From an optimization exercise on the open Yosys and OpenROAD flow, aimed at small area, a short achievable clock period and few clock cycles per item; shortcuts taken in it are not production practice.
Only simulation tests tie the RTL to the original design; equivalence was not proved.
Power is estimated from default activity; no workload was simulated.

<file path="flow/constraint.sdc">
create_clock -name core_clock -period 8.0 [get_ports {i_clk}]
set_input_delay 1.6000 -clock core_clock [delete_from_list [all_inputs] [get_ports {i_clk}]]
set_output_delay 1.6000 -clock core_clock [all_outputs]
set_load 0.01 [all_outputs]
</file>
<file path="flow/flow/run.sh">
#!/bin/bash
# Standard layout, with the port buffers made from buf_2 cells instead of the
# default choice, and timing repair aiming further below the clock period.
set -euo pipefail
export BUFFER_PORTS_ARGS="-buffer_cell sky130_fd_sc_hd__buf_2"
export SETUP_SLACK_MARGIN=5.2
bash standard.sh > standard.log 2>&1
</file>
<file path="flow/config.mk">
export PLATFORM = sky130hd
export DESIGN_NAME = voltmeter_display_controller_core
export DESIGN_NICKNAME = voltmeter_display_controller_core
export VERILOG_FILES = /design/flow/design.v
export SDC_FILE = /design/flow/constraint.sdc
export NUM_CORES = 4
export LEC_CHECK = 0
export ABC_CLOCK_PERIOD_IN_PS = 2000
export CAP_MARGIN = 20
export CORE_MARGIN = 2
export CORE_UTILIZATION = 40
export CTS_BUF_LIST = sky130_fd_sc_hd__clkbuf_4 sky130_fd_sc_hd__clkbuf_8
export CTS_CLUSTER_DIAMETER = 60
export CTS_CLUSTER_SIZE = 40
export SLEW_MARGIN = 20
</file>
<file path="flow/standard.sh">
#!/bin/bash
# synth_recipe.tcl (not shown) runs the flow's synth.tcl, then flattens the netlist and writes it again
# the make line also repeats each setting of config.mk as NAME=value (left out here)
make -C /OpenROAD-flow-scripts/flow DESIGN_CONFIG=/design/flow/config.mk WORK_HOME=/design/flow/orfs CLKGATE_MAP_FILE= SYNTH_SCRIPT=/design/flow/synth_recipe.tcl "${@:-finish}"
</file>
<file path="flow/design.v">
`default_nettype none
package vdc_pkg;
    localparam int ADC_W      = 10;
    localparam int ACC_W      = 13;    
    localparam int CNT_W      = 3;
    localparam int FUNC_W     = 2;
    localparam int SW_W       = 4;
    localparam int VAL_W      = 7;
    localparam int DUTY_W     = 7;
    localparam int SEG_W      = 8;
    localparam int PERIOD_W   = 16;
    localparam int PL_W       = 10;    
    localparam int OPD_W      = 11;    
    localparam int CFG_IDX_W  = 3;
    localparam int CFG_DATA_W = 16;
    localparam logic [PERIOD_W-1:0] PERIOD_RST = 16'd25000;
    localparam logic [DUTY_W-1:0]   LEVEL0_RST = 7'd3;
    localparam logic [DUTY_W-1:0]   LEVEL1_RST = 7'd15;
    localparam logic [DUTY_W-1:0]   LEVEL2_RST = 7'd40;
    localparam logic [DUTY_W-1:0]   LEVEL3_RST = 7'd90;
    localparam logic [ACC_W-1:0] ACC_BIAS = 13'd120;
    localparam logic [FUNC_W-1:0] FUNC_SAMPLE  = 2'd0;
    localparam logic [FUNC_W-1:0] FUNC_REFRESH = 2'd1;
    localparam logic [FUNC_W-1:0] FUNC_SWITCH  = 2'd2;
    localparam logic [FUNC_W-1:0] FUNC_NONE    = 2'd3;
    function automatic logic [SEG_W-2:0] glyph(input logic [3:0] d);
        case (d)
            4'd0:    glyph = 7'h77;
            4'd1:    glyph = 7'h41;
            4'd2:    glyph = 7'h3B;
            4'd3:    glyph = 7'h6B;
            4'd4:    glyph = 7'h4D;
            4'd5:    glyph = 7'h6E;
            4'd6:    glyph = 7'h7E;
            4'd7:    glyph = 7'h43;
            4'd8:    glyph = 7'h7F;
            4'd9:    glyph = 7'h6F;
            4'd10:   glyph = 7'h5F;
            4'd11:   glyph = 7'h7C;
            4'd12:   glyph = 7'h36;
            4'd13:   glyph = 7'h79;
            4'd14:   glyph = 7'h3E;
            default: glyph = 7'h1E;
        endcase
    endfunction
    function automatic logic [SEG_W-1:0] refresh_seg(input logic t, input logic [VAL_W-1:0] v);
        logic [3:0] d;
        case ({t, v})
            8'h00: d = 4'd0;
            8'h01: d = 4'd1;
            8'h02: d = 4'd2;
            8'h03: d = 4'd3;
            8'h04: d = 4'd4;
            8'h05: d = 4'd5;
            8'h06: d = 4'd6;
            8'h07: d = 4'd7;
            8'h08: d = 4'd8;
            8'h09: d = 4'd9;
            8'h0A: d = 4'd0;
            8'h0B: d = 4'd1;
            8'h0C: d = 4'd2;
            8'h0D: d = 4'd3;
            8'h0E: d = 4'd4;
            8'h0F: d = 4'd5;
            8'h10: d = 4'd6;
            8'h11: d = 4'd7;
            8'h12: d = 4'd8;
            8'h13: d = 4'd9;
            8'h14: d = 4'd0;
            8'h15: d = 4'd1;
            8'h16: d = 4'd2;
            8'h17: d = 4'd3;
            8'h18: d = 4'd4;
            8'h19: d = 4'd5;
            8'h1A: d = 4'd6;
            8'h1B: d = 4'd7;
            8'h1C: d = 4'd8;
            8'h1D: d = 4'd9;
            8'h1E: d = 4'd0;
            8'h1F: d = 4'd1;
            8'h20: d = 4'd2;
            8'h21: d = 4'd3;
            8'h22: d = 4'd4;
            8'h23: d = 4'd5;
            8'h24: d = 4'd6;
            8'h25: d = 4'd7;
            8'h26: d = 4'd8;
            8'h27: d = 4'd9;
            8'h28: d = 4'd0;
            8'h29: d = 4'd1;
            8'h2A: d = 4'd2;
            8'h2B: d = 4'd3;
            8'h2C: d = 4'd4;
            8'h2D: d = 4'd5;
            8'h2E: d = 4'd6;
            8'h2F: d = 4'd7;
            8'h30: d = 4'd8;
            8'h31: d = 4'd9;
            8'h32: d = 4'd0;
            8'h33: d = 4'd1;
            8'h34: d = 4'd2;
            8'h35: d = 4'd3;
            8'h36: d = 4'd4;
            8'h37: d = 4'd5;
            8'h38: d = 4'd6;
            8'h39: d = 4'd7;
            8'h3A: d = 4'd8;
            8'h3B: d = 4'd9;
            8'h3C: d = 4'd0;
            8'h3D: d = 4'd1;
            8'h3E: d = 4'd2;
            8'h3F: d = 4'd3;
            8'h40: d = 4'd4;
            8'h41: d = 4'd5;
            8'h42: d = 4'd6;
            8'h43: d = 4'd7;
            8'h44: d = 4'd8;
            8'h45: d = 4'd9;
            8'h46: d = 4'd0;
            8'h47: d = 4'd1;
            8'h48: d = 4'd2;
            8'h49: d = 4'd3;
            8'h4A: d = 4'd4;
            8'h4B: d = 4'd5;
            8'h4C: d = 4'd6;
            8'h4D: d = 4'd7;
            8'h4E: d = 4'd8;
            8'h4F: d = 4'd9;
            8'h50: d = 4'd0;
            8'h51: d = 4'd1;
            8'h52: d = 4'd2;
            8'h53: d = 4'd3;
            8'h54: d = 4'd4;
            8'h55: d = 4'd5;
            8'h56: d = 4'd6;
            8'h57: d = 4'd7;
            8'h58: d = 4'd8;
            8'h59: d = 4'd9;
            8'h5A: d = 4'd0;
            8'h5B: d = 4'd1;
            8'h5C: d = 4'd2;
            8'h5D: d = 4'd3;
            8'h5E: d = 4'd4;
            8'h5F: d = 4'd5;
            8'h60: d = 4'd6;
            8'h61: d = 4'd7;
            8'h62: d = 4'd8;
            8'h63: d = 4'd9;
            8'h64: d = 4'd0;
            8'h65: d = 4'd1;
            8'h66: d = 4'd2;
            8'h67: d = 4'd3;
            8'h68: d = 4'd4;
            8'h69: d = 4'd5;
            8'h6A: d = 4'd6;
            8'h6B: d = 4'd7;
            8'h6C: d = 4'd8;
            8'h6D: d = 4'd9;
            8'h6E: d = 4'd0;
            8'h6F: d = 4'd1;
            8'h70: d = 4'd2;
            8'h71: d = 4'd3;
            8'h72: d = 4'd4;
            8'h73: d = 4'd5;
            8'h74: d = 4'd6;
            8'h75: d = 4'd7;
            8'h76: d = 4'd8;
            8'h77: d = 4'd9;
            8'h78: d = 4'd0;
            8'h79: d = 4'd1;
            8'h7A: d = 4'd2;
            8'h7B: d = 4'd3;
            8'h7C: d = 4'd4;
            8'h7D: d = 4'd5;
            8'h7E: d = 4'd6;
            8'h7F: d = 4'd7;
            8'h80: d = 4'd0;
            8'h81: d = 4'd0;
            8'h82: d = 4'd0;
            8'h83: d = 4'd0;
            8'h84: d = 4'd0;
            8'h85: d = 4'd0;
            8'h86: d = 4'd0;
            8'h87: d = 4'd0;
            8'h88: d = 4'd0;
            8'h89: d = 4'd0;
            8'h8A: d = 4'd1;
            8'h8B: d = 4'd1;
            8'h8C: d = 4'd1;
            8'h8D: d = 4'd1;
            8'h8E: d = 4'd1;
            8'h8F: d = 4'd1;
            8'h90: d = 4'd1;
            8'h91: d = 4'd1;
            8'h92: d = 4'd1;
            8'h93: d = 4'd1;
            8'h94: d = 4'd2;
            8'h95: d = 4'd2;
            8'h96: d = 4'd2;
            8'h97: d = 4'd2;
            8'h98: d = 4'd2;
            8'h99: d = 4'd2;
            8'h9A: d = 4'd2;
            8'h9B: d = 4'd2;
            8'h9C: d = 4'd2;
            8'h9D: d = 4'd2;
            8'h9E: d = 4'd3;
            8'h9F: d = 4'd3;
            8'hA0: d = 4'd3;
            8'hA1: d = 4'd3;
            8'hA2: d = 4'd3;
            8'hA3: d = 4'd3;
            8'hA4: d = 4'd3;
            8'hA5: d = 4'd3;
            8'hA6: d = 4'd3;
            8'hA7: d = 4'd3;
            8'hA8: d = 4'd4;
            8'hA9: d = 4'd4;
            8'hAA: d = 4'd4;
            8'hAB: d = 4'd4;
            8'hAC: d = 4'd4;
            8'hAD: d = 4'd4;
            8'hAE: d = 4'd4;
            8'hAF: d = 4'd4;
            8'hB0: d = 4'd4;
            8'hB1: d = 4'd4;
            8'hB2: d = 4'd5;
            8'hB3: d = 4'd5;
            8'hB4: d = 4'd5;
            8'hB5: d = 4'd5;
            8'hB6: d = 4'd5;
            8'hB7: d = 4'd5;
            8'hB8: d = 4'd5;
            8'hB9: d = 4'd5;
            8'hBA: d = 4'd5;
            8'hBB: d = 4'd5;
            8'hBC: d = 4'd6;
            8'hBD: d = 4'd6;
            8'hBE: d = 4'd6;
            8'hBF: d = 4'd6;
            8'hC0: d = 4'd6;
            8'hC1: d = 4'd6;
            8'hC2: d = 4'd6;
            8'hC3: d = 4'd6;
            8'hC4: d = 4'd6;
            8'hC5: d = 4'd6;
            8'hC6: d = 4'd7;
            8'hC7: d = 4'd7;
            8'hC8: d = 4'd7;
            8'hC9: d = 4'd7;
            8'hCA: d = 4'd7;
            8'hCB: d = 4'd7;
            8'hCC: d = 4'd7;
            8'hCD: d = 4'd7;
            8'hCE: d = 4'd7;
            8'hCF: d = 4'd7;
            8'hD0: d = 4'd8;
            8'hD1: d = 4'd8;
            8'hD2: d = 4'd8;
            8'hD3: d = 4'd8;
            8'hD4: d = 4'd8;
            8'hD5: d = 4'd8;
            8'hD6: d = 4'd8;
            8'hD7: d = 4'd8;
            8'hD8: d = 4'd8;
            8'hD9: d = 4'd8;
            8'hDA: d = 4'd9;
            8'hDB: d = 4'd9;
            8'hDC: d = 4'd9;
            8'hDD: d = 4'd9;
            8'hDE: d = 4'd9;
            8'hDF: d = 4'd9;
            8'hE0: d = 4'd9;
            8'hE1: d = 4'd9;
            8'hE2: d = 4'd9;
            8'hE3: d = 4'd9;
            8'hE4: d = 4'd10;
            8'hE5: d = 4'd10;
            8'hE6: d = 4'd10;
            8'hE7: d = 4'd10;
            8'hE8: d = 4'd10;
            8'hE9: d = 4'd10;
            8'hEA: d = 4'd10;
            8'hEB: d = 4'd10;
            8'hEC: d = 4'd10;
            8'hED: d = 4'd10;
            8'hEE: d = 4'd11;
            8'hEF: d = 4'd11;
            8'hF0: d = 4'd11;
            8'hF1: d = 4'd11;
            8'hF2: d = 4'd11;
            8'hF3: d = 4'd11;
            8'hF4: d = 4'd11;
            8'hF5: d = 4'd11;
            8'hF6: d = 4'd11;
            8'hF7: d = 4'd11;
            8'hF8: d = 4'd12;
            8'hF9: d = 4'd12;
            8'hFA: d = 4'd12;
            8'hFB: d = 4'd12;
            8'hFC: d = 4'd12;
            8'hFD: d = 4'd12;
            8'hFE: d = 4'd12;             
            default: d = 4'd12;
        endcase
        refresh_seg = {t, glyph(d)};
    endfunction
endpackage
`default_nettype wire
`default_nettype none
import vdc_pkg::*;
module vdc_cfg (
    input  wire logic                    i_clk,
    input  wire logic                    i_rst_n,
    input  wire logic                    i_cfg_we,
    input  wire logic [CFG_IDX_W-1:0]    i_cfg_idx,
    input  wire logic [CFG_DATA_W-1:0]   i_cfg_data,
    input  wire logic                    i_rotate,
    output      logic [PERIOD_W-1:0]     o_period,
    output      logic [4*DUTY_W-1:0]     o_levels
);
    logic [PERIOD_W-1:0] r_period;
    logic [DUTY_W-1:0]   r_level0, r_level1, r_level2, r_level3;
    always_ff @(posedge i_clk) begin
        if (!i_rst_n) begin
            r_period <= PERIOD_RST;
            r_level0 <= LEVEL0_RST;
            r_level1 <= LEVEL1_RST;
            r_level2 <= LEVEL2_RST;
            r_level3 <= LEVEL3_RST;
        end else begin
            if (i_cfg_we && i_cfg_idx == 3'd0) r_period <= i_cfg_data;
            else if (i_rotate)                 r_period <= {r_period[PERIOD_W-2:0], r_period[PERIOD_W-1]};
            if (i_cfg_we && i_cfg_idx == 3'd1) r_level0 <= i_cfg_data[DUTY_W-1:0];
            if (i_cfg_we && i_cfg_idx == 3'd2) r_level1 <= i_cfg_data[DUTY_W-1:0];
            if (i_cfg_we && i_cfg_idx == 3'd3) r_level2 <= i_cfg_data[DUTY_W-1:0];
            if (i_cfg_we && i_cfg_idx == 3'd4) r_level3 <= i_cfg_data[DUTY_W-1:0];
        end
    end
    assign o_period = r_period;
    assign o_levels = {r_level3, r_level2, r_level1, r_level0};
endmodule
`default_nettype wire
`default_nettype none
import vdc_pkg::*;
module vdc_state (
    input  wire logic                 i_clk,
    input  wire logic                 i_rst_n,
    input  wire logic                 i_load,
    input  wire logic [FUNC_W-1:0]    i_func,
    input  wire logic [PL_W-1:0]      i_pl,
    output      logic [FUNC_W-1:0]    o_op,
    output      logic [OPD_W-1:0]     o_opd
);
    logic [ACC_W-1:0]  r_acc;      
    logic [CNT_W-1:0]  r_count;
    logic              r_volt;     
    logic [FUNC_W-1:0] r_op;
    logic [OPD_W-1:0]  r_opd;
    logic [ACC_W:0]    w_acc_sum;
    logic              w_sample, w_last;
    assign w_acc_sum = (ACC_W+1)'(r_acc) + (ACC_W+1)'(i_pl);
    assign w_sample  = (i_func == FUNC_SAMPLE) && r_volt;
    assign w_last    = (r_count == 3'd7);
    always_ff @(posedge i_clk) begin
        if (!i_rst_n) begin
            r_acc   <= ACC_BIAS;
            r_count <= '0;
            r_volt  <= 1'b1;
        end else if (i_load) begin
            if (w_sample) begin
                r_acc   <= w_last ? ACC_BIAS : w_acc_sum[ACC_W-1:0];
                r_count <= r_count + 3'd1;
            end
            if (i_func == FUNC_SWITCH && i_pl[9:8] != 2'd3)
                r_volt <= (i_pl[9:8] == 2'd0);
        end
    end
    always_ff @(posedge i_clk) begin
        if (i_load) begin
            if (i_func == FUNC_SAMPLE) begin
                r_op  <= (w_sample && w_last) ? FUNC_SAMPLE : FUNC_NONE;
                r_opd <= w_acc_sum[ACC_W:3];
            end else begin
                r_op  <= i_func;
                r_opd <= OPD_W'(i_pl);
            end
        end
    end
    assign o_op  = r_op;
    assign o_opd = r_opd;
endmodule
`default_nettype wire
`default_nettype none
import vdc_pkg::*;
module vdc_out (
    input  wire logic                 i_clk,
    input  wire logic                 i_rst_n,
    input  wire logic                 i_load,
    input  wire logic [FUNC_W-1:0]    i_op,
    input  wire logic [OPD_W-1:0]     i_opd,
    input  wire logic                 i_period_we,   
    input  wire logic [PERIOD_W-1:0]  i_period,
    output      logic                 o_busy,
    output      logic                 o_rotate,   
    output      logic [SEG_W-1:0]     o_seg,
    output      logic [DUTY_W-1:0]    o_duty,
    output      logic [VAL_W-1:0]     o_value,
    output      logic [PERIOD_W-1:0]  o_compare
);
    logic [VAL_W-1:0]  r_value;
    logic              r_toggle;
    logic [DUTY_W-1:0] r_duty;
    logic [SEG_W-1:0]  r_seg;      
    logic [PERIOD_W:0] r_q;
    logic [6:0]        r_rem;
    logic [5:0]        w_a;
    logic [4:0]        w_b;
    logic              w_ge1;
    logic [VAL_W-1:0]  w_avg_val;
    assign w_a       = i_opd[10:5];
    assign w_b       = i_opd[4:0];
    assign w_ge1     = w_a[5] || (w_b >= ~w_a[4:0]);
    assign w_avg_val = (w_a == 6'd31 && w_b == 5'd31) ? 7'd33 : VAL_W'(w_a) + VAL_W'(w_ge1);
    logic [1:0]        w_mode;
    logic [DUTY_W-1:0] w_lv;
    logic              w_lv_zero, w_lv_full;
    assign w_mode    = i_opd[9:8];
    assign w_lv      = i_opd[DUTY_W-1:0];
    assign w_lv_zero = (w_lv == 7'd0);
    assign w_lv_full = (w_lv >= 7'd100);
    logic w_sw, w_set0, w_setp, w_start;
    assign w_sw    = i_load && (i_op == FUNC_SWITCH);
    assign w_set0  = w_sw && (w_mode == 2'd0 || (w_mode == 2'd2 && w_lv_zero));
    assign w_setp  = w_sw && (w_mode == 2'd1 || (w_mode == 2'd2 && w_lv_full));
    assign w_start = (i_period_we && r_duty != 7'd0) || (w_sw && w_mode == 2'd2 && !w_lv_zero && !w_lv_full);
    always_ff @(posedge i_clk) begin
        if (!i_rst_n) begin
            r_value  <= '0;
            r_toggle <= 1'b0;
            r_duty   <= '0;
            r_seg    <= '0;
        end else if (i_load) begin
            case (i_op)
                FUNC_SAMPLE: r_value <= w_avg_val;
                FUNC_REFRESH: begin
                    r_toggle <= !r_toggle;
                    r_seg    <= vdc_pkg::refresh_seg(r_toggle, r_value);
                end
                FUNC_SWITCH: case (w_mode)
                    2'd0: r_duty <= 7'd0;
                    2'd1: r_duty <= 7'd100;
                    2'd2: begin
                        r_duty  <= w_lv_full ? 7'd100 : w_lv;
                        r_value <= w_lv;
                    end
                    default: ;
                endcase
                default: ;
            endcase
        end
    end
    logic [8:0] w_t;
    logic [1:0] w_k;
    logic [8:0] w_rem;
    logic [1:0] r_kq;
    logic [PERIOD_W-1:0] w_inc;      
    always_comb begin
        for (int i = 0; i < PERIOD_W; i++)
            w_inc[i] = r_kq[1] && (&(r_q[PERIOD_W-1:0] | (16'hffff << i)));
    end
    logic       w_step;
    assign o_busy   = !r_q[PERIOD_W];
    assign w_step   = o_busy && !r_q[PERIOD_W-1];
    assign o_rotate = w_step;
    assign w_t      = {1'b0, r_rem, 1'b0} + (i_period[PERIOD_W-1] ? {2'b00, r_duty} : 9'd0);
    always_comb begin
        if (w_t >= 9'd200) begin
            w_k   = 2'd2;
            w_rem = w_t - 9'd200;
        end else if (w_t >= 9'd100) begin
            w_k   = 2'd1;
            w_rem = w_t - 9'd100;
        end else begin
            w_k   = 2'd0;
            w_rem = w_t;
        end
    end
    always_ff @(posedge i_clk) begin
        if (!i_rst_n) begin
            r_q <= {1'b1, {PERIOD_W{1'b0}}};
        end else if (w_start) begin
            r_q <= '0;      
        end else if (w_set0) begin
            r_q <= {1'b1, {PERIOD_W{1'b0}}};
        end else if (w_setp) begin
            r_q <= {1'b1, i_period};
        end else if (o_busy) begin
            r_q <= {r_q[PERIOD_W-1:0] ^ w_inc, r_kq[0]};
        end
    end
    always_ff @(posedge i_clk) begin
        if (w_start) begin
            r_kq  <= 2'd1;
            r_rem <= '0;
        end else if (w_step) begin
            r_kq  <= w_k;
            r_rem <= w_rem[6:0];
        end
    end
    assign o_seg     = r_seg;
    assign o_duty    = r_duty;
    assign o_value   = r_value;
    assign o_compare = r_q[PERIOD_W-1:0];
endmodule
`default_nettype wire
`default_nettype none
import vdc_pkg::*;
module voltmeter_display_controller_core (
    input  wire logic                           i_clk,
    input  wire logic                           i_rst_n,
    input  wire logic                           i_cfg_we,
    input  wire logic [vdc_pkg::CFG_IDX_W-1:0]  i_cfg_idx,
    input  wire logic [vdc_pkg::CFG_DATA_W-1:0] i_cfg_data,
    input  wire logic                           i_in_valid,
    output      logic                           o_in_ready,
    input  wire logic [vdc_pkg::FUNC_W-1:0]     i_in_func,
    input  wire logic [9:0]                     i_in_sample,
    input  wire logic [vdc_pkg::SW_W-1:0]       i_in_switches,
    output      logic                           o_out_valid,
    input  wire logic                           i_out_ready,
    output      logic [vdc_pkg::SEG_W-1:0]      o_out_segments,
    output      logic                           o_out_digit_high,
    output      logic [vdc_pkg::DUTY_W-1:0]     o_out_duty_percent,
    output      logic [vdc_pkg::PERIOD_W-1:0]   o_out_compare_count,
    output      logic [vdc_pkg::VAL_W-1:0]      o_out_shown_value
);
    logic [PERIOD_W-1:0]  w_period;
    logic [4*DUTY_W-1:0]  w_levels;
    logic                 w_busy, w_rotate;
    logic                 r_m_valid, r_k_valid, r_p_valid, r_s_pend;
    logic                 w_take, w_adv1, w_adv2;
    assign o_out_valid = r_s_pend && !w_busy;
    assign w_adv2      = r_p_valid && !w_busy && (!r_s_pend || i_out_ready);
    assign w_adv1      = r_m_valid && (!r_p_valid || w_adv2);
    assign o_in_ready  = !r_k_valid;
    assign w_take      = i_in_valid && !r_k_valid;
    always_ff @(posedge i_clk) begin
        if (!i_rst_n) begin
            r_m_valid <= 1'b0;
            r_k_valid <= 1'b0;
            r_p_valid <= 1'b0;
            r_s_pend  <= 1'b0;
        end else begin
            if (w_adv1) begin
                r_m_valid <= r_k_valid || w_take;
                r_k_valid <= 1'b0;
            end else if (w_take) begin
                r_m_valid <= 1'b1;
                r_k_valid <= r_m_valid;
            end
            if (w_adv1)      r_p_valid <= 1'b1;
            else if (w_adv2) r_p_valid <= 1'b0;
            if (w_adv2)                          r_s_pend <= 1'b1;
            else if (o_out_valid && i_out_ready) r_s_pend <= 1'b0;
        end
    end
    logic [FUNC_W-1:0]    r_m_func,  r_k_func;
    logic [PL_W-1:0]      r_m_pl,    r_k_pl;
    logic [PL_W-1:0]      w_in_pl;
    logic [DUTY_W-1:0]    w_in_lv;
    assign w_in_lv = w_levels[i_in_switches[3:2]*DUTY_W +: DUTY_W];
    assign w_in_pl = (i_in_func == FUNC_SWITCH) ? {i_in_switches[1:0], 1'b0, w_in_lv}
                                                : i_in_sample;
    always_ff @(posedge i_clk) begin
        if (w_adv1 ? !r_k_valid : !r_m_valid) begin
            r_m_func <= i_in_func;
            r_m_pl   <= w_in_pl;
        end else if (w_adv1) begin
            r_m_func <= r_k_func;
            r_m_pl   <= r_k_pl;
        end
        if (!r_k_valid) begin
            r_k_func <= i_in_func;
            r_k_pl   <= w_in_pl;
        end
    end
    logic w_period_we;
    assign w_period_we = i_cfg_we && (i_cfg_idx == 3'd0);
    vdc_cfg u_cfg (
        .i_clk      (i_clk),
        .i_rst_n    (i_rst_n),
        .i_cfg_we   (i_cfg_we),
        .i_cfg_idx  (i_cfg_idx),
        .i_cfg_data (i_cfg_data),
        .i_rotate   (w_rotate),
        .o_period   (w_period),
        .o_levels   (w_levels)
    );
    logic [FUNC_W-1:0]   w_op;
    logic [OPD_W-1:0]    w_opd;
    logic [SEG_W-1:0]    w_seg;
    logic [DUTY_W-1:0]   w_duty;
    logic [VAL_W-1:0]    w_value;
    logic [PERIOD_W-1:0] w_compare;
    vdc_state u_state (
        .i_clk      (i_clk),
        .i_rst_n    (i_rst_n),
        .i_load     (w_adv1),
        .i_func     (r_m_func),
        .i_pl       (r_m_pl),
        .o_op       (w_op),
        .o_opd      (w_opd)
    );
    vdc_out u_out (
        .i_clk       (i_clk),
        .i_rst_n     (i_rst_n),
        .i_load      (w_adv2),
        .i_op        (w_op),
        .i_opd       (w_opd),
        .i_period_we (w_period_we),
        .i_period    (w_period),
        .o_busy      (w_busy),
        .o_rotate    (w_rotate),
        .o_seg       (w_seg),
        .o_duty      (w_duty),
        .o_value     (w_value),
        .o_compare   (w_compare)
    );
    assign o_out_segments      = w_seg;
    assign o_out_digit_high    = w_seg[SEG_W-1];
    assign o_out_duty_percent  = w_duty;
    assign o_out_compare_count = w_compare;
    assign o_out_shown_value   = w_value;
endmodule
`default_nettype wire
</file>
==> summary.md, run 1 <==
| Metric | Value |
|---|---|
| Port Buffer Count | `80` |
| Final Max Slew Viols | `0` |
| Fin. Hold Viols | `0` |
| Share of layout cells above drive strength 1 | `between 20% and 30%` |
| Dominant cells by area after synthesis | `dfxtp_1 (25%), edfxtp_1 (12%), ha_1 (6.4%), nand2_1 (6.1%), mux2i_1 (3.3%)` |
| Drt drc | `0` |
| Vias in the first global route | `7039` |
| Comb pwr share | `between 30 and 40%` |
| Core area | `0.0224 sq mm` |
| YS warnings | `4` |
| Clock Skew | `roughly 0.015 ns` |
| Clock buffer depth | `2` |
| NetSw | `0.000741 W` |
| Rel. slew slack | `a little over two fifths` |
| Outcome | `complete, no violations` |
| Die Span X | `154 microns` |
| CTS tree | `yes` |
| Pwr/cell area | `197 mW/mm^2` |
| Drt via density | `5.36` |
| Async SR Flop Fraction | `0%` |
| Minimum clock period after layout | `2.95 ns` |
| Synth Cell Area | `approximately 0.0090 sq mm` |
| Ports | `between 80 and 90` |
| Routability cong. | `~0.84` |
| Routed len/inst | `~16 microns` |
| Post-DRT Antenna Nets | `0` |
| Worst-margin pin slew | `between 0.8 and 0.9 ns` |
| Setup CP Type | `reg2reg` |
| Num CTS Buffers | `17` |
| Vias | `7502` |
| Syn Nets | `1101` |
| Most used DFF post-synth | `dfxtp_1` |
| CP bufs+invs | `1` |
| R2R Setup Slk | `~5 ns` |
| Initial Util | `40.3%` |
| Worst endpoint required time | `about 8.3 ns` |
| Period utilization | `36.8%` |
| Core Rows | `55` |
| Leakage power total | `4.67 nW` |
| Max VDD drop | `0.000111 V` |
| Register share of total power | `~42%` |
| Synth Instances | `1013` |
| Register Area | `0.00343 sq mm` |
| Cell taking the most area after synthesis | `dfxtp_1` |
| Die Area | `0.0238 sq mm` |
| Largest net degree at the start of global routing | `92` |
| Net Sw Frac | `34.2%` |
| Post-synth EDFFs | `37` |
| Drt initial violations | `approximately 400` |
| Worst-path clk slew | `0.10 ns` |
| RSZ-0062 raised after global routing | `yes` |
| Crit Path Max Fanout | `7` |
| Cell Area, Placed | `0.00980 sq mm` |
| GRT Total Usage | `18.4%` |
| # setup viols final | `0` |
| Synth cell types | `just over 80` |
| Most frequent cells in the layout | `nand2_1 (141), dfxtp_1 (102), buf_2 (80), nor2_1 (73), buf_4 (60)` |
| Crit path max-delay family | `compound AO/OA/AOI/OAI gates` |
| Slowest cell on crit path | `a311oi_4` |
| Final wirelength | `22.3 mm` |
| Area share of the largest cell type after synthesis | `between 20% and 30%` |
| Area grow syn2layout | `21.8%` |
| Clock share of power | `27.2%` |
| Crit end category | `flip-flop` |
| Pre-antenna DRT Iters | `5` |
| Yosys reg bits | `roughly 150` |
| DP Wirelength | `14.7 mm` |
| Slowest stage delay, CP | `~0.44 ns` |
| Syn Area/Cell | `about 8.9 sq um` |
| FMAX | `~340 MHz` |
| Post-layout nets | `1190` |
| Final Instance Area | `0.0110 sq mm` |
| GRT overflow | `0` |
| Fillers | `roughly 2100` |
| Worst-skew pair later-pin latency | `~0.46 ns` |
| First-pass GRT wire length | `between 30 and 40 mm` |
| Critical path, cell by cell | `and2_4 -> ha_4 -> inv_2 -> fa_2 -> xnor2_4 -> ha_2 -> o211ai_4 -> a311oi_4 -> o32ai_4 -> o21a_2 -> a221oi_2 -> a311oi_1` |
| Die Ht | `around 150 microns` |
| Hold WC Path Type | `reg2reg` |
| Ant. Diodes | `0` |
| Post-synthesis sequential area ratio | `a little under two fifths` |
| H-tree depth | `4` |
| Multi-input combinational cell area | `0.00575 sq mm` |
| Clk Tree Root Cell | `clkbuf_8` |
| Max Cap Violations | `0` |
| Crit start category | `flip-flop` |
| Commonest non-fill, non-tap cell in the layout | `nand2_1` |
| Clk sinks | `151` |
| Power Internal | `between 0.001 and 0.0015 W` |
| Antenna violations before repair | `0` |
| Critical Path AT | `about 3.3 ns` |
| Fin Setup TNS | `0 ns` |
-- path summary, 6_finish.rpt --
check / end / start / cells after the start
worst min-delay path: u_out.r_seg[3] / u_out.r_seg[3] / 2
worst max-delay path: u_out.r_rem[5] / u_cfg.r_period[15] / 12
worst max register to register: u_out.r_rem[5] / u_cfg.r_period[15] / 12
worst min register to register: u_out.r_seg[3] / u_out.r_seg[3] / 2
-- state kept, by name (all words and copies together) (netlist names), 2 cells and up --
| name | flops |
|---|---|
| r_k_func | 2 |
| r_k_pl | 10 |
| r_m_func | 2 |
| r_m_pl | 10 |
| u_cfg.r_level0 | 7 |
| u_cfg.r_level1 | 7 |
| u_cfg.r_level2 | 7 |
| u_cfg.r_level3 | 7 |
| u_cfg.r_period | 16 |
| u_out.r_duty | 7 |
| u_out.r_kq | 2 |
| u_out.r_q | 17 |
| u_out.r_rem | 7 |
| u_out.r_seg | 8 |
| u_out.r_value | 7 |
| u_state.r_acc | 13 |
| u_state.r_count | 3 |
| u_state.r_op | 2 |
| u_state.r_opd | 11 |
-- worst min-delay path: cells and delay by family (launching register included) --
kind	cells	cell delay, ns
simple gates	2	0.09
flops	1	0.32
-- cell type report --
class / count / share of cell area (%)
sequential: 151 / 31.1
timing repair buffer: 144 / 8.37
clock buffer: 17 / 2.12
inverter: 39 / 1.50
tap: 285 / 3.24
clock inverter: 15 / 1.44
multi-input combinational: 749 / 52.2
-- synthesized netlist by cell type, types with 18 or more instances --
library cell / number
a21oi_1: 35
buf_4: 21
clkbuf_1: 45
dfxtp_1: 114
edfxtp_1: 37
ha_1: 46
inv_1: 38
mux2_2: 22
mux2i_1: 30
nand2_1: 146
nand3_1: 43
nor2_1: 78
nor2b_1: 41
o21ai_0: 33
xnor2_1: 19
xor2_1: 18
-- stage by stage --
stage	util (%)	hold slack (ns)	setup slack (ns)	power (W)	std cells
3_5_place_dp	43.7	0.437	4.26	0.00143	1309
4_1_cts	47.3	0.453	5.06	0.00210	1371
6_report	49.1	0.447	5.05	0.00217	1400
5_1_grt	49.1	0.481	4.96	0.00229	1400
2_1_floorplan	-	0.427	4.94	0.00133	1013
3_3_place_gp	43.7	0.433	4.34	0.00142	1308
-- kinds of logic after synthesis --
logic type	Yosys count	synth area share (%)
AO/OA/AOI/OAI	209	17.3
XOR/XNOR	37	3.58
adder cells (fa/ha/maj)	49	6.91
buffers and inverters	114	5.75
flip-flops	151	37.5
multiplexers	63	8.55
AND/OR/NAND/NOR	390	20.4
-- metal layers --
layer	wire length (microns)	global-route usage (%)	up-vias	share of wire [%]
met5	0	0	-	0
met4	304	5.20	0	1.4
met3	920	3.61	27	4.1
met2	10400	29.5	175	47
met1	10700	25.4	3529	48
li1	-	-	3771	-
-- power groups by stage --
stage / logic, W / clock network (W) / registers (W)
after floorplan: 0.000431 / 0 / 0.000895
after global placement: 0.000507 / 0 / 0.000917
after detailed placement: 0.000512 / 0 / 0.000918
after CTS: 0.000594 / 0.000608 / 0.000898
after global routing: 0.000738 / 0.000641 / 0.000907
final: 0.000678 / 0.000591 / 0.000900
-- what timing repair did --
item                                    4_1_cts  5_1_grt
setup buffers                                29       29
endpoints found under the setup margin       57       43
hold buffers                                  0        0
pin swaps                                    23       33
resized for setup                            43       43
cloned                                        1        0
Testbench counts, summed over its fixed seeds: cycles 17,396, items 16,046.
==> run 2, diff against run 1 <==
==> flow/flow/run.sh (replaced) <==
#!/bin/bash
# Standard layout, with the port buffers made from buf_2 cells instead of the
# default choice, and timing repair aiming further below the clock period.
set -euo pipefail
export BUFFER_PORTS_ARGS="-buffer_cell sky130_fd_sc_hd__buf_2"
export SETUP_SLACK_MARGIN=4.9
bash standard.sh > standard.log 2>&1
==> summary.md, run 2 <==
| Metric | Value |
|---|---|
| Worst-path clk slew | `0.08 ns` |
| Most frequent cells in the layout | `nand2_1 (144), dfxtp_1 (105), buf_2 (81), nor2_1 (77), nand3_1 (42)` |
| Largest net degree at the start of global routing | `92` |
| Async SR Flop Fraction | `0%` |
| Synth Cell Area | `0.00905 sq mm` |
| Commonest non-fill, non-tap cell in the layout | `nand2_1` |
| Power Internal | `approximately 0.0014 W` |
| Syn Area/Cell | `between 8 and 9 sq um` |
| Post-synth EDFFs | `37` |
| Post-DRT Antenna Nets | `0` |
| Worst-skew pair later-pin latency | `around 0.46 ns` |
| Cts hold-fix bufs | `0` |
| Critical Path AT | `around 3.4 ns` |
| Leakage power total | `about 4.4 nW` |
| Top reg by flops | `u_out.r_q` |
| Net Sw Frac | `31.9%` |
| Fin. Hold Viols | `0` |
| Clock buffer depth | `2` |
| Most frequent cell after synthesis | `nand2_1` |
| WHS Path Cells | `2` |
| Dpl cells | `1309` |
| FMAX | `between 300 and 400 MHz` |
| NetSw | `around 0.00066 W` |
| Antenna violations before repair | `0` |
| Yosys reg bits | `approximately 150` |
| Dominant cells by area after synthesis | `dfxtp_1 (25%), edfxtp_1 (12%), ha_1 (6.4%), nand2_1 (6.1%), mux2i_1 (3.3%)` |
| Start of the worst register-to-register path | `u_cfg.r_period[15]` |
| H-tree depth | `4` |
| Critical path, cell by cell | `and2_4 -> ha_4 -> or2_4 -> and3_4 -> or2_4 -> ha_4 -> a311oi_4 -> o32ai_4 -> buf_6 -> a211oi_4 -> xnor2_2 -> a211oi_2` |
| Clk Tree Root Cell | `clkbuf_8` |
| Slowest cell on crit path | `dfxtp_4` |
| Ports | `slightly above 80` |
| Register share of total power | `43.6%` |
| Most used DFF post-synth | `dfxtp_1` |
| # setup viols final | `0` |
| Worst Reg2Reg Path Length in Cells | `12` |
| Worst-margin pin slew | `roughly 0.90 ns` |
| Max VDD drop | `between 0.0001 and 0.00015 V` |
| Synth Instances | `1013` |
| Hold Crit Endpoint | `u_out.r_seg[2]` |
| Die Span X | `roughly 150 microns` |
| Clock Skew | `roughly 0.012 ns` |
| Slowest stage delay, CP | `approximately 0.4 ns` |
| Setup CP Type | `reg2reg` |
| Drt initial violations | `474` |
| Pre-antenna DRT Iters | `6` |
| Fin cells | `~1400` |
| Core Rows | `55` |
| Crit start category | `flip-flop` |
| Clock share of power | `~28%` |
| Final wirelength | `21.1 mm` |
| Hold Worst Slack | `0.444 ns` |
| Die Ht | `154 microns` |
| Post-synthesis sequential area ratio | `37.5%` |
| First-pass GRT wire length | `approximately 34 mm` |
| CTS tree | `yes` |
| Hold WC Path Type | `reg2reg` |
| Crit end category | `flip-flop` |
| Worst reg2reg endpoint | `u_out.r_rem[6]` |
| GRT Total Usage | `between 10% and 20%` |
| Drt via density | `5.35` |
| Initial Util | `40.3%` |
| Post-layout nets | `about 1100` |
| Pwr/cell area | `200 mW/mm^2` |
| Vias in the first global route | `6643` |
| Synth cell count leaders | `nand2_1 (146), dfxtp_1 (114), nor2_1 (78)` |
| Syn Nets | `about 1100` |
| Port Buffer Count | `80` |
| Outcome | `complete, no violations` |
| Final Max Slew Viols | `0` |
| DP Wirelength | `roughly 14 mm` |
| YS warnings | `4` |
| Vias | `approximately 7300` |
| Period utilization | `a little under two fifths` |
| Synth cell types | `between 80 and 90` |
| Cell taking the most area after synthesis | `dfxtp_1` |
| RSZ-0062 raised after global routing | `no` |
| Top flop regs | `u_out.r_q x17, u_cfg.r_period x16, u_state.r_acc x13` |
| Ant. Diodes | `0` |
| Area share of the largest cell type after synthesis | `roughly 25%` |
| Area grow syn2layout | `13.8%` |
| Clk sinks | `about 150` |
| Core area | `approximately 0.022 sq mm` |
| Share of layout cells above drive strength 1 | `between 20% and 30%` |
| R2R Setup Slk | `4.97 ns` |
| Worst endpoint required time | `between 8 and 9 ns` |
| Crit Path Max Fanout | `7` |
| Minimum clock period after layout | `roughly 3.0 ns` |
| Drt drc | `0` |
| Fin Setup TNS | `0 ns` |
| Routability cong. | `~0.85` |
| Comb pwr share | `28.7%` |
| Routed len/inst | `15.5 microns` |
| Total power | `approximately 0.0021 W` |
| GRT overflow | `0` |
| Num CTS Buffers | `17` |
| Die Area | `about 0.024 sq mm` |
| Max Cap Violations | `0` |
| Max reg flops | `17` |
| Rel. slew slack | `approximately 40%` |
| Min-delay src | `u_out.r_seg[2]` |
[run 2: power by group through the flow]
stage	sequential (W)	clock, W	combinational (W)
floorplan	0.000890	0	0.000383
global placement	0.000912	0	0.000458
detailed placement	0.000912	0	0.000461
CTS	0.000895	0.000590	0.000486
global route	0.000906	0.000622	0.000655
finish	0.000899	0.000571	0.000590
[run 2: cell families after synthesis]
logic type	share of synthesized area (%)
xor gates and xnor gates	3.58
adders and majority gates	6.91
buffers and inverters	5.75
AOI/OAI and AO/OA	17.3
muxes	8.55
and+or+nand+nor	20.4
DFF	37.5
[run 2: per-layer routing]
layer | vias to the layer above | wire (microns) | track usage (%) | share of wire, %
li1 | 3684 | - | - | -
met2 | 135 | 9460 | 26.6 | 45
met3 | 25 | 729 | 2.63 | 3.5
met4 | 0 | 316 | 5.82 | 1.5
met5 | - | 0 | 0 | 0
met1 | 3424 | 10600 | 25.3 | 50
[run 2: how the worst max path moves through the flow]
stage,slack [ns],from,end,depth (start not counted)
after CTS,4.89,u_out.r_value[1],u_out.r_seg[5],12
after global placement,3.97,i_out_ready,u_out.r_q[15],9
final,4.97,u_cfg.r_period[15],u_out.r_rem[6],12
after detailed placement,3.97,i_out_ready,u_out.r_q[15],9
after floorplan,4.89,i_out_ready,u_state.r_acc[10],8
after global routing,4.88,u_cfg.r_period[15],u_out.r_rem[6],12
[run 2: cell type report]
type | count | area [sq um]
Fill cell | 2191 | 12100
Multi-Input combinational cell | 748 | 5420
Inverter | 39 | 150
Clock buffer | 19 | 249
Sequential cell | 151 | 3410
Clock inverter | 13 | 129
Timing Repair Buffer | 104 | 582
Tap cell | 285 | 357
[run 2: critical path, delay by kind of cell (launching register included)]
kind	cells	cell delay [ns]
flops	1	0.40
simple gates	4	0.88
xor+xnor	1	0.15
fa+ha+maj	2	0.40
compound gates	4	0.91
buf+inv	1	0.16
[run 2: repair_timing]
action / CTS / global route
pin swaps: 2 / 15
buffers inserted: 4 / 14
gates resized for setup: 17 / 40
setup endpoints to repair: 43 / 32
[run 2: through the flow]
step / util (%) / cell area, sq um / worst slack (ns)
2_1_floorplan: - / 9100 / 4.89
3_3_place_gp: 42.4 / 9520 / 3.97
3_5_place_dp: 42.4 / 9520 / 3.97
4_1_cts: 44.6 / 10000 / 4.89
5_1_grt: 45.9 / 10300 / 4.88
6_report: 45.9 / 10300 / 4.97
==> run 3, diff against run 2 <==
==> flow/flow/run.sh (replaced) <==
#!/bin/bash
# Standard layout, with the port buffers made from buf_2 cells instead of the
# default choice, and timing repair aiming further below the clock period.
set -euo pipefail
export BUFFER_PORTS_ARGS="-buffer_cell sky130_fd_sc_hd__buf_2"
export SETUP_SLACK_MARGIN=5
bash standard.sh > standard.log 2>&1
--- a/flow/config.mk
+++ b/flow/config.mk
@@ -12,4 +12,5 @@
 export CTS_BUF_LIST = sky130_fd_sc_hd__clkbuf_4 sky130_fd_sc_hd__clkbuf_8
 export CTS_CLUSTER_DIAMETER = 60
 export CTS_CLUSTER_SIZE = 40
+export GPL_TIMING_DRIVEN = 0
 export SLEW_MARGIN = 20
==> summary.md, run 3 <==
| Metric | Value |
|---|---|
| Async SR Flop Fraction | `0%` |
| Most frequent cell after synthesis | `nand2_1` |
| Vias in the first global route | `7208` |
| Net Sw Frac | `approximately 32%` |
| Core Rows | `55` |
| Cell taking the most area after synthesis | `dfxtp_1` |
| Worst-margin pin slew | `around 0.7 ns` |
| Post-Synth Simple-Gate Area | `20.4%` |
| Critical Path AT | `3.32 ns` |
| Max VDD drop | `~0.00011 V` |
| Drt via density | `between 5 and 6` |
| Area grow syn2layout | `20.1%` |
| YS warnings | `4` |
| Drt initial violations | `a little under 500` |
| Cts hold-fix bufs | `0` |
| Period utilization | `approximately 37%` |
| Crit start category | `flip-flop` |
| Hold WC Path Type | `reg2reg` |
| Dominant cells by area after synthesis | `dfxtp_1 (25%), edfxtp_1 (12%), ha_1 (6.4%), nand2_1 (6.1%), mux2i_1 (3.3%)` |
| Dpl ws | `4.41 ns` |
| Largest family of logic cells by synthesized area | `simple AND/OR/NAND/NOR gates` |
| H-tree depth | `4` |
| Worst endpoint required time | `about 8.3 ns` |
| Minimum clock period after layout | `roughly 3 ns` |
| Worst-path clk slew | `0.09 ns` |
| Clock share of power | `approximately 29%` |
| Crit end category | `flip-flop` |
| Pwr/cell area | `around 190 mW/mm^2` |
| Pre-antenna DRT Iters | `5` |
| Post-synth EDFFs | `37` |
| Syn Nets | `1101` |
| Clock buffer depth | `2` |
| Proportion of synthesized area in mux cells | `under 10%` |
| Most frequent cells in the layout | `nand2_1 (142), dfxtp_1 (110), buf_2 (79), nor2_1 (77), buf_4 (43)` |
| Num CTS Buffers | `17` |
| Post-synthesis sequential area ratio | `a little under two fifths` |
| Hold Worst Slack | `between 0.4 and 0.5 ns` |
| Die Area | `between 0.02 and 0.025 sq mm` |
| Ports | `just over 80` |
| Ant. Diodes | `0` |
| Synth cell types | `81` |
| Die Ht | `around 150 microns` |
| Clock Skew | `~0.013 ns` |
| Total power | `0.00210 W` |
| Synth Cell Area | `around 0.009 sq mm` |
| Post-DRT Antenna Nets | `0` |
| Max reg flops | `17` |
| Top flop regs | `u_out.r_q x17, u_cfg.r_period x16, u_state.r_acc x13` |
| Rel. slew slack | `a little over half` |
| CTS tree | `yes` |
| Core area | `~0.022 sq mm` |
| Routed len/inst | `around 16 microns` |
| Top reg by flops | `u_out.r_q` |
| Antenna violations before repair | `0` |
| Crit Path Max Fanout | `8` |
| NetSw | `0.000679 W` |
| Clk Tree Root Cell | `clkbuf_8` |
| Xor and xnor area share after synthesis | `under 10%` |
| Clk sinks | `151` |
| Setup CP Type | `reg2reg` |
| Post-Synth Adder-Cell Area | `under 10%` |
| First-pass GRT wire length | `approximately 38 mm` |
| Register share of total power | `between 40 and 50%` |
| Post-synthesis compound-gate area fraction | `between 10% and 20%` |
| FMAX | `between 300 and 400 MHz` |
| Syn Area/Cell | `8.93 sq um` |
| Power Internal | `roughly 0.0014 W` |
| Final setup margin | `5.00 ns` |
| Area share of the largest cell type after synthesis | `~25%` |
| GRT overflow | `0` |
| Fin. Hold Viols | `0` |
| RSZ-0062 raised after global routing | `yes` |
| Synth Instances | `just over 1000` |
| # setup viols final | `0` |
| GRT Total Usage | `between 10% and 20%` |
| Share of layout cells above drive strength 1 | `about a quarter` |
| Most used DFF post-synth | `dfxtp_1` |
| DP Wirelength | `between 15 and 20 mm` |
| Leakage power total | `4.61 nW` |
| Outcome | `complete, no violations` |
| Largest net degree at the start of global routing | `17` |
| Port Buffer Count | `between 70 and 80` |
| Synth cell count leaders | `nand2_1 (146), dfxtp_1 (114), nor2_1 (78)` |
| Post-layout nets | `1220` |
| Final wirelength | `around 23 mm` |
| Comb pwr share | `approximately 28%` |
| Fin Setup TNS | `0 ns` |
| Yosys reg bits | `about 150` |
| Die Span X | `around 150 microns` |
| Initial Util | `40.3%` |
| Commonest non-fill, non-tap cell in the layout | `nand2_1` |
| Worst-skew pair later-pin latency | `approximately 0.45 ns` |
| Vias | `~7600` |
| Routability cong. | `approximately 0.9` |
| Max Cap Violations | `0` |
| Final Max Slew Viols | `0` |
| Drt drc | `0` |
## run 3: changes by cell type in the layout (fill, tap and decap cells not counted), moves of 5 or more
cell / before / now
buf_4: 22 / 43
dfxtp_1: 105 / 110
clkbuf_1: 0 / 32
inv_1: 35 / 30
clkinv_2: 5 / 0
clkbuf_2: 0 / 7
## run 3: timing repair
| action | 4_1_cts | 5_1_grt |
|---|---|---|
| resized for setup | 34 | 46 |
| hold endpoints to repair | 0 | 0 |
| buffers inserted | 15 | 8 |
| cloned | 0 | 0 |
| setup endpoints to repair | 33 | 38 |
| pin swaps | 18 | 22 |
## run 3: logic make-up after synthesis
family / after synthesis
and+or+nand+nor: 390
xor gates and xnor gates: 37
muxes: 63
adders and majority gates: 49
AOI/OAI and AO/OA: 209
DFF: 151
buffers and inverters: 114
## run 3: worst paths after layout
| kind | endpoint | slack, ns | from | cells after the start |
|---|---|---|---|---|
| worst max-delay path | u_out.r_rem[5] | 5.00 | u_cfg.r_period[15] | 14 |
| worst min-delay path | u_out.r_seg[2] | 0.45 | u_out.r_seg[2] | 2 |
| worst min register to register | u_out.r_seg[2] | 0.45 | u_out.r_seg[2] | 2 |
| worst max register to register | u_out.r_rem[5] | 5.00 | u_cfg.r_period[15] | 14 |
## run 3: critical path: stages, from the launching register on
cell and delay (ns):
dfxtp_2 0.36, buf_8 0.12, nand2_4 0.05, inv_2 0.06, ha_4 0.19, a211o_1 0.31, and3_4 0.19, or2_1 0.21
clkbuf_8 0.15, ha_4 0.18, a311oi_4 0.32, o32ai_4 0.20, o21a_2 0.25, a221oi_2 0.23, a311oi_1 0.07
## run 3: per-stage QoR
stage / instance area [sq um] / std cells / util [%]
after floorplan: 9220 / 1013 / -
after global placement: 9960 / 1375 / 44.4
after detailed placement: 9960 / 1375 / 44.4
after CTS: 10600 / 1422 / 47.4
after global routing: 10900 / 1430 / 48.4
final: 10900 / 1430 / 48.4
## run 3: area by class of cell
| class | instances | area (sq um) |
|---|---|---|
| Buffer | 75 | 470 |
| Clock buffer | 20 | 269 |
| Clock inverter | 12 | 139 |
| Fill cell | 2171 | 11600 |
| Inverter | 39 | 161 |
| Multi-Input combinational cell | 748 | 5500 |
| Sequential cell | 151 | 3400 |
| Tap cell | 285 | 357 |
| Timing Repair Buffer | 100 | 571 |
## run 3: routing by layer
metal | up-vias | track usage [%] | routed length [microns]
li1 | 3841 | - | -
met1 | 3628 | 27.9 | 11600
met2 | 161 | 30.6 | 10500
met3 | 19 | 2.75 | 775
met4 | 0 | 5.25 | 276
met5 | - | 0 | 0
## run 3: power by group through the flow
stage | sequential, W | combinational [W] | clock, W
after global routing | 0.000902 | 0.000662 | 0.000655
after global placement | 0.000909 | 0.000507 | 0
final | 0.000896 | 0.000600 | 0.000608
after floorplan | 0.000892 | 0.000410 | 0
after CTS | 0.000894 | 0.000576 | 0.000620
after detailed placement | 0.000911 | 0.000512 | 0
==> run 4, diff against run 3 <==
--- a/flow/config.mk
+++ b/flow/config.mk
@@ -12,5 +12,5 @@
 export CTS_BUF_LIST = sky130_fd_sc_hd__clkbuf_4 sky130_fd_sc_hd__clkbuf_8
 export CTS_CLUSTER_DIAMETER = 60
 export CTS_CLUSTER_SIZE = 40
-export GPL_TIMING_DRIVEN = 0
+export PLACE_DENSITY = 0.75
 export SLEW_MARGIN = 20
==> summary.md, run 4 <==
| Metric | Value |
|---|---|
| Die Area | `around 0.024 sq mm` |
| Clock buffer depth | `2` |
| Pre-antenna DRT Iters | `6` |
| FMAX | `roughly 340 MHz` |
| Die Span X | `154 microns` |
| Drt initial violations | `approximately 550` |
| Area grow syn2layout | `14.4%` |
| Syn Nets | `approximately 1100` |
| Area share of the largest cell type after synthesis | `25.2%` |
| RSZ-0062 raised after global routing | `yes` |
| Port Buffer Count | `80` |
| Max VDD drop | `roughly 0.00010 V` |
| Initial Util | `between 40% and 50%` |
| Synth Instances | `around 1000` |
| Most frequent cells in the layout | `nand2_1 (143), dfxtp_1 (104), buf_2 (80), nor2_1 (77), nand3_1 (42)` |
| Worst-margin pin slew | `approximately 0.86 ns` |
| Max Cap Violations | `0` |
| Ant. Diodes | `0` |
| DP Wirelength | `~15 mm` |
| Share of layout cells above drive strength 1 | `22.3%` |
| Max reg flops | `17` |
| Fin Setup TNS | `0 ns` |
| Worst Reg2Reg Path Length in Cells | `13` |
| Hold WC Path Type | `reg2reg` |
| Rel. slew slack | `approximately 43%` |
| Synth cell count leaders | `nand2_1 (146), dfxtp_1 (114), nor2_1 (78)` |
| Start of the worst register-to-register path | `u_cfg.r_period[15]` |
| Final Instance Area | `between 0.01 and 0.015 sq mm` |
| Critical Path AT | `between 3 and 4 ns` |
| Ports | `81` |
| Period utilization | `roughly 37%` |
| Outcome | `complete, no violations` |
| Commonest non-fill, non-tap cell in the layout | `nand2_1` |
| Post-synthesis sequential area ratio | `between 30% and 40%` |
| # setup viols final | `0` |
| Fin util | `around 46%` |
| Most frequent cell after synthesis | `nand2_1` |
| Fillers | `between 2000 and 2500` |
| Clk Tree Root Cell | `clkbuf_8` |
| H-tree depth | `4` |
| Die Ht | `about 150 microns` |
| Post-synth EDFFs | `37` |
| Vias in the first global route | `between 6000 and 7000` |
| Core Rows | `55` |
| Leakage power total | `between 4 and 5 nW` |
| WHS Path Cells | `2` |
| Final Max Slew Viols | `0` |
| Routability cong. | `~0.86` |
| Fin. Hold Viols | `0` |
| Most used DFF post-synth | `dfxtp_1` |
| Dominant cells by area after synthesis | `dfxtp_1 (25%), edfxtp_1 (12%), ha_1 (6.4%), nand2_1 (6.1%), mux2i_1 (3.3%)` |
| Total power | `0.00205 W` |
| Crit start category | `flip-flop` |
| Drt drc | `0` |
| Top flop regs | `u_out.r_q x17, u_cfg.r_period x16, u_state.r_acc x13` |
| Cell Area, Placed | `0.00959 sq mm` |
| Cell taking the most area after synthesis | `dfxtp_1` |
| Top reg by flops | `u_out.r_q` |
| Async SR Flop Fraction | `0%` |
| Num CTS Buffers | `17` |
| Synth cell types | `81` |
| Worst-path clk slew | `~0.080 ns` |
| Worst reg2reg endpoint | `u_out.r_rem[6]` |
| YS warnings | `4` |
| Antenna violations before repair | `0` |
| Largest net degree at the start of global routing | `slightly above 90` |
| Yosys reg bits | `151` |
| GRT overflow | `0` |
| Hold Crit Endpoint | `u_out.r_seg[2]` |
| R2R Setup Slk | `5.06 ns` |
| Clock Skew | `around 0.015 ns` |
| Pwr/cell area | `a little under 200 mW/mm^2` |
| Setup CP Type | `reg2reg` |
| Clk sinks | `around 150` |
| Vias | `roughly 7500` |
| Crit Path Max Fanout | `7` |
| Post-layout nets | `roughly 1100` |
| Drt via density | `roughly 5.5` |
| Syn Area/Cell | `roughly 8.9 sq um` |
| Final wirelength | `approximately 21 mm` |
| Worst endpoint required time | `8.38 ns` |
| Core area | `0.0224 sq mm` |
| Worst-skew pair later-pin latency | `about 0.46 ns` |
| CTS tree | `yes` |
| Minimum clock period after layout | `roughly 2.9 ns` |
| Post-DRT Antenna Nets | `0` |
| Routed len/inst | `approximately 16 microns` |
| GRT Total Usage | `between 10% and 20%` |
| Synth Cell Area | `0.00905 sq mm` |
| First-pass GRT wire length | `34.5 mm` |
| Min-delay src | `u_out.r_seg[2]` |
| Crit end category | `flip-flop` |
-- run 4: cell counts after synthesis --
No cell type changed its count.
-- run 4: metrics by stage --
stage               instances  hold slack [ns]  setup slack, ns
global placement         1308            0.429             4.32
detailed placement       1308            0.432             4.27
CTS                      1349            0.446             4.96
global route             1359            0.463             4.91
floorplan                1013            0.427             4.96
finish                   1359            0.442             5.06
-- run 4: timing repair --
item / 4_1_cts / 5_1_grt
resized for setup: 26 / 33
cloned: 1 / 0
endpoints found under the hold margin: 0 / 0
hold buffers: 0 / 0
pin swaps: 8 / 27
endpoints found under the setup margin: 49 / 35
setup buffers: 8 / 10
-- run 4: layer usage --
metal / global-route usage [%] / up-vias / share of wire (%)
met5: 0 / - / 0
met4: 6.31 / 0 / 2.1
met3: 3.42 / 37 / 4.7
met2: 27.9 / 180 / 46
met1: 24.0 / 3552 / 47
li1: - / 3693 / -
-- run 4: cell families after synthesis --
kind of cell,synth area share (%)
and+or+nand+nor,20.4
AOI/OAI and AO/OA,17.3
adders and majority gates,6.91
muxes,8.55
buffers and inverters,5.75
xor gates and xnor gates,3.58
DFF,37.5
-- run 4: layout make-up --
type                            instances  area (sq um)  share of cell area [%]
Clock inverter                         10          91.3                   0.882
Clock buffer                           22           284                    2.74
Tap cell                              285           357                    3.44
Timing Repair Buffer                  103           573                    5.54
Sequential cell                       151          3420                    33.1
Inverter                               39           160                    1.55
Multi-Input combinational cell        749          5460                    52.8
-- run 4: power by group --
part           total (W)  switching [W]  internal, W
logic           0.000580       0.000314     0.000266
clock network   0.000564       0.000290     0.000274
registers       0.000901      0.0000617     0.000840
total            0.00205       0.000666      0.00138
-- run 4: critical path: stages, from the launching register on --
cell	delay (ns)
dfxtp_4	0.40
and2_4	0.16
ha_4	0.12
inv_2	0.03
fa_2	0.38
xnor2_2	0.16
buf_4	0.14
ha_4	0.14
o211ai_4	0.10
a311oi_4	0.45
o32ai_4	0.19
a211oi_2	0.29
xnor2_1	0.12
a211oi_2	0.18
-- run 4: worst max-delay path by stage --
stage	start	end	slack (ns)
floorplan	i_out_ready	u_state.r_acc[10]	4.96
global placement	i_out_ready	u_out.r_q[15]	4.32
detailed placement	i_out_ready	u_out.r_q[15]	4.27
CTS	u_out.r_value[1]	u_out.r_seg[5]	4.96
global route	u_cfg.r_period[15]	u_out.r_rem[6]	4.91
finish	u_cfg.r_period[15]	u_out.r_rem[6]	5.06
==> run 5, diff against run 4 <==
--- a/flow/config.mk
+++ b/flow/config.mk
@@ -12,5 +12,5 @@
 export CTS_BUF_LIST = sky130_fd_sc_hd__clkbuf_4 sky130_fd_sc_hd__clkbuf_8
 export CTS_CLUSTER_DIAMETER = 60
 export CTS_CLUSTER_SIZE = 40
-export PLACE_DENSITY = 0.75
+export PLACE_DENSITY = 0.9
 export SLEW_MARGIN = 20
==> summary.md, run 5 <==
| Metric | Value |
|---|---|
| Port Buffer Count | `80` |
| Rel. slew slack | `between 40% and 50%` |
| Synth cell types | `81` |
| Ports | `a little over 80` |
| R2R Setup Slk | `~5.0 ns` |
| Start of the worst register-to-register path | `u_cfg.r_period[15]` |
| Worst reg2reg endpoint | `u_out.r_rem[4]` |
| # setup viols final | `0` |
| Routability cong. | `0.884` |
| Commonest non-fill, non-tap cell in the layout | `nand2_1` |
| Cts hold-fix bufs | `0` |
| Setup CP Type | `reg2reg` |
| Outcome | `complete, no violations` |
| Crit start category | `flip-flop` |
| Hold WC Path Type | `reg2reg` |
| Syn Nets | `roughly 1100` |
| GRT overflow | `0` |
| Share of layout cells above drive strength 1 | `approximately 22%` |
| Largest net degree at the start of global routing | `59` |
| Post-DRT Antenna Nets | `0` |
| Clk Tree Root Cell | `clkbuf_8` |
| Ant. Diodes | `0` |
| Vias | `7630` |
| Clock Skew | `0.0166 ns` |
| Vias in the first global route | `7193` |
| Post-layout nets | `between 1000 and 1500` |
| Pwr/cell area | `200 mW/mm^2` |
| Final Max Slew Viols | `0` |
| Hold Worst Slack | `0.440 ns` |
| Max VDD drop | `around 0.00010 V` |
| Fin util | `46.2%` |
| Worst Reg2Reg Path Length in Cells | `14` |
| Drt via density | `around 5.6` |
| Top reg by flops | `u_out.r_q` |
| RSZ-0062 raised after global routing | `yes` |
| Most frequent cell after synthesis | `nand2_1` |
| Dominant cells by area after synthesis | `dfxtp_1 (25%), edfxtp_1 (12%), ha_1 (6.4%), nand2_1 (6.1%), mux2i_1 (3.3%)` |
| Die Span X | `between 150 and 200 microns` |
| Post-synth EDFFs | `37` |
| Worst-path clk slew | `~0.09 ns` |
| Max Cap Violations | `0` |
| Most used DFF post-synth | `dfxtp_1` |
| Dpl cells | `~1300` |
| Minimum clock period after layout | `between 2 and 3 ns` |
| Clock buffer depth | `2` |
| Crit Path Max Fanout | `6` |
| WHS Path Cells | `2` |
| DP Wirelength | `14.8 mm` |
| H-tree depth | `4` |
| Die Ht | `between 150 and 200 microns` |
| Most frequent cells in the layout | `nand2_1 (142), dfxtp_1 (104), buf_2 (80), nor2_1 (77), nand3_1 (42)` |
| Slowest cell on crit path | `dfxtp_4` |
| WP depth | `14` |
| Critical Path AT | `3.33 ns` |
| Drt drc | `0` |
| Clk sinks | `roughly 150` |
| Period utilization | `between 30% and 40%` |
| Worst-skew pair later-pin latency | `0.45 ns` |
| FMAX | `approximately 340 MHz` |
| First-pass GRT wire length | `34.7 mm` |
| Fillers | `a little over 2000` |
| CP bufs+invs | `2` |
| Worst-margin pin slew | `0.877 ns` |
| Crit end category | `flip-flop` |
| Async SR Flop Fraction | `0%` |
| Initial Util | `between 40% and 50%` |
| Synth Instances | `between 1000 and 1500` |
| CTS tree | `yes` |
| Yosys reg bits | `between 150 and 200` |
| Total power | `around 0.0021 W` |
| Cell taking the most area after synthesis | `dfxtp_1` |
| Top flop regs | `u_out.r_q x17, u_cfg.r_period x16, u_state.r_acc x13` |
| YS warnings | `4` |
| Worst endpoint required time | `around 8.4 ns` |
| Area grow syn2layout | `14.5%` |
| Syn Area/Cell | `a little under 9 sq um` |
| Post-synthesis sequential area ratio | `~37%` |
| Area share of the largest cell type after synthesis | `about a quarter` |
| Drt initial violations | `606` |
| Core Rows | `55` |
| Synth cell count leaders | `nand2_1 (146), dfxtp_1 (114), nor2_1 (78)` |
| Fin cells | `1360` |
| Fin. Hold Viols | `0` |
| Die Area | `~0.024 sq mm` |
| GRT Total Usage | `between 10% and 20%` |
| Max reg flops | `17` |
| Pre-antenna DRT Iters | `5` |
| Crit path max-delay family | `compound AO/OA/AOI/OAI gates` |
| Core area | `~0.022 sq mm` |
| Leakage power total | `between 4 and 5 nW` |
| Final wirelength | `approximately 21 mm` |
| CP Capture Point | `u_out.r_rem[4]` |
| Num CTS Buffers | `17` |
| Routed len/inst | `roughly 16 microns` |
| Antenna violations before repair | `0` |
| Critical path, cell by cell | `nand2_4 -> inv_1 -> ha_1 -> a211o_1 -> and3_4 -> or2_4 -> ha_4 -> inv_2 -> a21oi_2 -> a211oi_2 -> o21ai_1 -> xnor2_1 -> and2_1 -> o32ai_1` |
| Fin Setup TNS | `0 ns` |
| Synth Cell Area | `between 0.009 and 0.01 sq mm` |
| Slowest stage delay, CP | `0.38 ns` |
| Crit path from | `u_cfg.r_period[15]` |
## run 5: cell counts after synthesis
Identical to the previous run, type by type.
## run 5: worst min-delay path by stage
stage	from	to	slack (ns)
after floorplan	u_out.r_kq[0]	u_out.r_kq[0]	0.43
after global placement	u_out.r_seg[3]	u_out.r_seg[3]	0.43
after detailed placement	u_out.r_seg[3]	u_out.r_seg[3]	0.43
after CTS	u_out.r_seg[3]	u_out.r_seg[3]	0.44
after global routing	u_out.r_seg[3]	u_out.r_seg[3]	0.48
final	u_out.r_seg[3]	u_out.r_seg[3]	0.44
## run 5: report_power, final
part | internal, W | switching, W
clock | 0.000297 | 0.000298
combinational | 0.000267 | 0.000315
sequential | 0.000840 | 0.0000584
## run 5: logic make-up (layout without fill, tap and decap cells)
logic type      Yosys count  count (layout)  synth area share, %
buf+inv                 114             176                 5.75
mux                      63              63                 8.55
flops                   151             151                 37.5
compound gates          209             209                 17.3
fa+ha+maj                49              49                 6.91
xor+xnor                 37              37                 3.58
simple gates            390             390                 20.4
## run 5: metal layers
metal  routed length (microns)  up-vias  GRT usage, %  share of wire (%)
li1                          -     3678             -                  -
met1                      9540     3683          23.3                 45
met2                     10300      246          28.7                 48
met3                      1110       23          3.05                5.2
met4                       312        0          6.66                1.5
met5                         0        -             0                  0
## run 5: worst register-to-register path, cell delays in order (launching register included)
cell,delay [ns]
dfxtp_4,0.38
nand2_4,0.06
inv_1,0.04
ha_1,0.29
a211o_1,0.31
and3_4,0.20
or2_4,0.28
ha_4,0.19
inv_2,0.08
a21oi_2,0.04
a211oi_2,0.29
o21ai_1,0.12
xnor2_1,0.14
and2_1,0.15
o32ai_1,0.30
## run 5: per-stage QoR
step | setup WS, ns | area, sq um
2_1_floorplan | 4.96 | 9220
3_3_place_gp | 4.32 | 9590
3_5_place_dp | 4.27 | 9590
4_1_cts | 4.99 | 10200
5_1_grt | 4.92 | 10400
6_report | 5.02 | 10400
## run 5: cell type report
type                       count  area (sq um)  share of cell area, %
tap                          285           357                   3.44
sequential                   151          3420                   33.0
multi-input combinational    748          5430                   52.4
timing repair buffer         105           592                   5.71
clock buffer                  20           263                   2.54
inverter                      39           158                   1.52
clock inverter                12           141                   1.36
## run 5: what timing repair did
item	CTS	global route
pin swaps	10	11
buffers inserted	10	10
gates resized for setup	27	31
setup endpoints to repair	47	40

-- port drivers added, routing unchanged --
No port has a modelled driver above. Below, the same layouts with a new extraction and two added sets of constraints. Step 1 assumes that a clkbuf_16 drives the clock port and a buf_2 every other input. Step 2 times the ports against the registers' clock, not the clock port: input delays grow and output delays shrink by t, the midpoint of the rising clock arrivals with the driver on. Three values: ideal ports, drivers, drivers and shift; two values: the first two.
| run | t, ns | setup WS [ns] | worst hold slack (ns) | clock arrival spread, ns | worst slew at a driven data input, ns |
|---|---|---|---|---|---|
| run 1 | 0.495 | 5.055 / 5.055 / 4.781 | 0.447 / 0.447 / 0.447 | 0.016 / 0.016 | 0.03 |
| run 2 | 0.488 | 4.971 / 4.971 / 4.617 | 0.444 / 0.444 / 0.444 | 0.013 / 0.013 | 0.05 |
| run 3 | 0.481 | 5.002 / 5.002 / 4.624 | 0.450 / 0.450 / 0.450 | 0.016 / 0.015 | 0.05 |
| run 4 | 0.491 | 5.062 / 5.046 / 4.650 | 0.442 / 0.442 / 0.442 | 0.015 / 0.015 | 0.05 |
| run 5 | 0.482 | 5.017 / 5.017 / 4.601 | 0.440 / 0.440 / 0.440 | 0.018 / 0.018 | 0.06 |
After both steps setup and hold are still met in every run listed. The setup slack of run 5, which loses most, moves by 0.000 ns with the drivers and by -0.416 ns with both steps.
